Background: an optimization exercise with open tools, aiming at small area. Do not read the settings as production practice.
RTL that was checked went through simulation tests only; none was proved equivalent to the original.
Power and IR drop assume default switching activity.

==> flow/design.v <==
package frame_ctrl_pkg;
    typedef logic [32-1:0] addr_t;
    typedef logic [7:0] byte_t;
    typedef logic [8*9-1:0] fm_word_t;
    typedef logic [8-1:0] buf_addr_t;
    typedef logic [7:0] frm_idx_t;
    typedef struct packed {
        logic [7:0] rsvd;
        addr_t saddr;
        logic [7:0] tag;
        logic dm_type;  
        logic [23-1:0] btt;
    } dm_cmd_t;
    typedef struct packed {
        logic en;
        buf_addr_t addr;
        fm_word_t data;
    } fm_wr_t;
    typedef enum logic [2:0] {IDLE, LOAD, CORE, SAVE, FINISH} seq_state_e;
    typedef enum logic [1:0] {STOP, CMD, XFER} eng_state_e;
endpackage
`timescale 1ns/1ps
module frame_ctrl_top (
    input  logic                                              clk,
    input  logic                                              rst_n,
    input  logic                                              start,
    input  frame_ctrl_pkg::frm_idx_t                          frm_index,
    input  frame_ctrl_pkg::addr_t                             dma_addr,
    output logic                                              mm2s_cmd_valid,
    input  logic                                              mm2s_cmd_ready,
    output logic [71:0]                                       mm2s_cmd,
    input  logic                                              s_tvalid,
    output logic                                              s_tready,
    input  frame_ctrl_pkg::byte_t                             s_tdata,
    input  logic                                              s_tlast,
    output logic                                              s2mm_cmd_valid,
    input  logic                                              s2mm_cmd_ready,
    output logic [71:0]                                       s2mm_cmd,
    output logic                                              m_tvalid,
    input  logic                                              m_tready,
    output frame_ctrl_pkg::byte_t                             m_tdata,
    output logic                                              m_tkeep,
    output logic                                              m_tlast,
    output logic                                              core_valid,
    input  logic                                              core_finish,
    output logic [3*(8+8*9+1)-1:0] fm_wr,
    output logic [4*8-1:0]                 fm_rd_addr,
    input  logic [4*8*9-1:0]           fm_dout,
    output logic                                              irq
);
    localparam logic [3:0] S_IDLE  = 4'd0;
    localparam logic [3:0] S_GO    = 4'd1;   
    localparam logic [3:0] S_LCMD  = 4'd2;
    localparam logic [3:0] S_LXFER = 4'd3;
    localparam logic [3:0] S_CV    = 4'd4;   
    localparam logic [3:0] S_CW    = 4'd5;
    localparam logic [3:0] S_SGO   = 4'd6;
    localparam logic [3:0] S_SCMD  = 4'd7;
    localparam logic [3:0] S_SXFER = 4'd8;
    localparam logic [3:0] S_SDONE = 4'd9;
    localparam logic [3:0] S_FIN   = 4'd10;  
    logic [3:0] st, st_nx;
    logic lx, sx, beat;
    logic [8:0] bv;
    logic [4:0] w;
    logic       bz;
    logic [31:0] da;
    logic [7:0]  fi;
    logic [15:0] ahi;
    logic [7:0] sl [0:2][0:7];
    assign lx = (st == S_LXFER);
    assign sx = (st == S_SXFER);
    assign bz = (bv == 9'd0);
    assign mm2s_cmd_valid = (st == S_LCMD);
    assign s_tready       = lx;
    assign core_valid     = (st == S_CV);
    assign s2mm_cmd_valid = (st == S_SCMD);
    assign irq            = (st == S_FIN);
    assign m_tvalid       = sx && !bz;
    assign beat = s_tvalid && lx;
    always_comb begin
        st_nx = st;
        case (st)
            S_IDLE:  if (start) st_nx = S_GO;
            S_GO:    st_nx = S_LCMD;
            S_LCMD:  if (mm2s_cmd_ready) st_nx = S_LXFER;
            S_LXFER: if (s_tvalid && s_tlast) st_nx = S_CV;
            S_CV,
            S_CW:    st_nx = core_finish ? S_SGO : S_CW;
            S_SGO:   st_nx = S_SCMD;
            S_SCMD:  if (s2mm_cmd_ready) st_nx = S_SXFER;
            S_SXFER: if (m_tvalid && m_tready && m_tlast) st_nx = S_SDONE;
            S_SDONE: st_nx = S_FIN;
            default: st_nx = S_IDLE;
        endcase
    end
    always_ff @(posedge clk or negedge rst_n) begin
        if (!rst_n) st <= S_IDLE;
        else        st <= st_nx;
    end
    always_ff @(posedge clk) begin
        if (st == S_GO) da <= dma_addr;
    end
    always_ff @(posedge clk) begin
        if (st == S_GO)      fi <= frm_index;
        else if (st == S_CV) fi <= 8'(17);
    end
    logic [15:0] ax, ay, az, cs, cc;
    logic [16:0] rc;
    always_comb begin
        ax = da[31:16];
        ay = {6'd0, fi, 2'b00};
        az = {7'd0, fi, 1'b0};
        cs = ax ^ ay ^ az;
        cc = {(ax[14:0] & ay[14:0]) | (ax[14:0] & az[14:0]) | (ay[14:0] & az[14:0]), 1'b0};
        rc[0] = 1'b0;
        for (int i = 0; i < 16; i++) begin
            ahi[i]  = cs[i] ^ cc[i] ^ rc[i];
            rc[i+1] = (cs[i] & cc[i]) | (cs[i] & rc[i]) | (cc[i] & rc[i]);
        end
    end
    assign mm2s_cmd = {8'h00, ahi, da[15:0], 8'h00, 1'b0, 23'(100)};
    assign s2mm_cmd = {8'h00, ahi, da[15:0], 8'h00, 1'b0, 23'(288)};
    always_ff @(posedge clk or negedge rst_n) begin
        if (!rst_n) begin
            bv <= '0;
            w  <= '0;
        end else if (lx) begin
            if (s_tvalid) begin
                if (s_tlast) begin
                    bv <= '0;
                    w  <= '0;
                end else if (w[2:1] == 2'd2) begin
                    w[2:1] <= 2'd0;
                    bv     <= bz ? 9'd1 : (bv[7] ? 9'd0 : {bv[7:0], 1'b0});
                    if (bv[7]) w[4:3] <= w[4:3] + 1'b1;
                end else begin
                    w[2:1] <= w[2:1] + 1'b1;
                end
            end
        end else if (bz) begin
            if (sx) bv <= 9'd1;
        end else if (m_tready) begin
            bv <= {bv[7:0], 1'b0};
            if (bv[8]) w <= w + 1'b1;
        end
    end
    logic [3:0] lcol;    
    logic [8:0] lslot;   
    always_comb begin
        for (int j = 0; j < 3; j++) lcol[j] = (w[2:1] == 2'(j));
        lcol[3] = 1'b0;
        lslot = {bv[7:0], bz};
    end
    for (genvar j = 0; j < 3; j++) begin : g_col
        for (genvar i = 0; i < 8; i++) begin : g_slot
            if (i < 6) begin : g_plain
                always_ff @(posedge clk) begin
                    if (beat && lcol[j] && lslot[i]) sl[j][i] <= s_tdata;
                end
            end else begin : g_clr
                always_ff @(posedge clk) begin
                    if (beat && lcol[j] && (lslot[i] || lslot[8]))
                        sl[j][i] <= lslot[8] ? 8'h00 : s_tdata;
                end
            end
        end
    end
    logic [7:0] low_byte, p6_0;
    assign low_byte = s_tlast ? 8'h00 : s_tdata;
    assign p6_0     = sl[0][6] | (s_tlast ? s_tdata : 8'h00);
    assign fm_wr[80]      = beat && ((lcol[0] && lslot[8]) || s_tlast);
    assign fm_wr[79:72]   = {6'd0, w[4:3]};
    assign fm_wr[71:0]    = {sl[0][0], sl[0][1], sl[0][2], sl[0][3], sl[0][4], sl[0][5],
                             p6_0, sl[0][7], low_byte};
    assign fm_wr[161]     = beat && ((lcol[1] && lslot[8]) || s_tlast);
    assign fm_wr[160:153] = {6'd0, w[4:3]};
    assign fm_wr[152:81]  = {sl[1][0], sl[1][1], sl[1][2], sl[1][3], sl[1][4], sl[1][5],
                             sl[1][6], sl[1][7], low_byte};
    assign fm_wr[242]     = beat && ((lcol[2] && lslot[8]) || s_tlast);
    assign fm_wr[241:234] = {6'd0, w[4:3]};
    assign fm_wr[233:162] = {sl[2][0], sl[2][1], sl[2][2], sl[2][3], sl[2][4], sl[2][5],
                             sl[2][6], sl[2][7], low_byte};
    assign m_tlast = bv[8] && (w == 5'd31);
    assign m_tkeep = 1'b1;
    logic [3:0] scol;
    always_comb begin
        for (int c = 0; c < 4; c++) scol[c] = (w[2:1] == 2'(c));
        m_tdata = '0;
        for (int c = 0; c < 4; c++)
            for (int i = 0; i < 9; i++)
                m_tdata = m_tdata | ({8{scol[c] & bv[i]}} & fm_dout[72*c + 8*(8-i) +: 8]);
    end
    assign fm_rd_addr = {4{5'd0, w[4:3], w[0]}};
endmodule
==> flow/config.mk <==
export PLATFORM = sky130hd
export DESIGN_NAME = frame_ctrl_top
export DESIGN_NICKNAME = frame_ctrl_top
export VERILOG_FILES = /design/flow/design.v
export SDC_FILE = /design/flow/constraint.sdc
export NUM_CORES = 4
export LEC_CHECK = 0
export CAP_MARGIN = 20
export CORE_AREA = 2 2 298 238
export DIE_AREA = 0 0 300 240
export SLEW_MARGIN = 20
==> flow/constraint.sdc <==
create_clock -name core_clock -period 6.0 [get_ports {clk}]
set_input_delay 1.2000 -clock core_clock [delete_from_list [all_inputs] [get_ports {clk}]]
set_output_delay 1.2000 -clock core_clock [all_outputs]
set_load 0.01 [all_outputs]
standard.sh (not shown) runs the stock make flow with config.mk's settings and CLKGATE_MAP_FILE= SYNTH_SCRIPT=/design/flow/synth_recipe.tcl, a recipe that flattens the netlist after the stock synthesis.
==> flow/flow/run.sh <==
#!/bin/bash
# The standard layout (standard.sh: ORFS synthesis to finish) with three
# layout choices changed:
#  - port buffers use the smallest buffer cell instead of ORFS's default pick
#  - the clock tree uses clkbuf_8 with clusters of at most 16 sinks and no
#    dummy loads
#  - tie cells are not duplicated per load
# standard.sh's own output (every ORFS step) goes to standard.log here; ORFS
# writes each tool's full log under orfs/logs/.
export BUFFER_PORTS_ARGS="-buffer_cell sky130_fd_sc_hd__buf_1"
export CTS_ARGS="-sink_clustering_enable -repair_clock_nets -dont_use_dummy_load -buf_list sky130_fd_sc_hd__clkbuf_8 -sink_clustering_size 16 -sink_clustering_max_diameter 50"
export SKIP_REPAIR_TIE_FANOUT=1
bash standard.sh > standard.log 2>&1
The first run produced a layout that fails on negative setup slack.
Next try:
--- a/flow/design.v
+++ b/flow/design.v
@@ -104,21 +104,14 @@
     always_ff @(posedge clk) begin
         if (st == S_GO)      fi <= frm_index;
         else if (st == S_CV) fi <= 8'(17);
     end
-    logic [15:0] ax, ay, az, cs, cc;
-    logic [16:0] rc;
+    logic [11:0] lo_sum;
+    logic [4:0]  hi_inc;
     always_comb begin
-        ax = da[31:16];
-        ay = {6'd0, fi, 2'b00};
-        az = {7'd0, fi, 1'b0};
-        cs = ax ^ ay ^ az;
-        cc = {(ax[14:0] & ay[14:0]) | (ax[14:0] & az[14:0]) | (ay[14:0] & az[14:0]), 1'b0};
-        rc[0] = 1'b0;
-        for (int i = 0; i < 16; i++) begin
-            ahi[i]  = cs[i] ^ cc[i] ^ rc[i];
-            rc[i+1] = (cs[i] & cc[i]) | (cs[i] & rc[i]) | (cc[i] & rc[i]);
-        end
+        lo_sum = {1'b0, da[26:16]} + {2'd0, fi, 2'b00} + {3'd0, fi, 1'b0};
+        hi_inc = da[31:27] + 1'b1;
+        ahi = {lo_sum[11] ? hi_inc : da[31:27], lo_sum[10:0]};
     end
     assign mm2s_cmd = {8'h00, ahi, da[15:0], 8'h00, 1'b0, 23'(100)};
     assign s2mm_cmd = {8'h00, ahi, da[15:0], 8'h00, 1'b0, 23'(288)};
     always_ff @(posedge clk or negedge rst_n) begin
@@ -183,13 +176,16 @@
                              sl[2][6], sl[2][7], low_byte};
     assign m_tlast = bv[8] && (w == 5'd31);
     assign m_tkeep = 1'b1;
     logic [3:0] scol;
+    logic [7:0] cbyte [0:3];
     always_comb begin
         for (int c = 0; c < 4; c++) scol[c] = (w[2:1] == 2'(c));
-        m_tdata = '0;
-        for (int c = 0; c < 4; c++)
+        for (int c = 0; c < 4; c++) begin
+            cbyte[c] = '0;
             for (int i = 0; i < 9; i++)
-                m_tdata = m_tdata | ({8{scol[c] & bv[i]}} & fm_dout[72*c + 8*(8-i) +: 8]);
+                cbyte[c] = cbyte[c] | ({8{bv[i]}} & fm_dout[72*c + 8*(8-i) +: 8]);
+        end
+        m_tdata = cbyte[w[2:1]];
     end
     assign fm_rd_addr = {4{5'd0, w[4:3], w[0]}};
 endmodule
Outcome: With this change the flow produced a clean layout; clock power decreases by 4.2%; setup slack improved by 2100 ps; die area stays the same; core utilization decreases by 0.59 points; synthesized area decreases by 1.3%; sequential power decreases by about 2%; cell count decreases by 1.9%; critical path depth decreases by 11.
The RTL of the first run of this note was laid out without a check of its function.

## port drivers added, routing unchanged
Ports are ideal in the flow. The routed layouts listed here were re-timed in OpenROAD. Step 1, drivers: a clkbuf_16 drives clk and a buf_2 each remaining input, both assumed. Step 2, shift: input delay + t, output delay - t, t = (earliest + latest rising clock arrival at the registers) / 2. This alone moves slack from input paths to output paths. Slacks: ideal / step 1 / step 2; pairs: ideal / step 1.
run | t (ns) | setup WS [ns] | latest minus earliest clock arrival (ns)
the first run | 0.625 | -0.565 / -0.622 / 0.003 | 0.146 / 0.146
the second run | 0.594 | 1.553 / 1.502 / 1.717 | 0.090 / 0.089
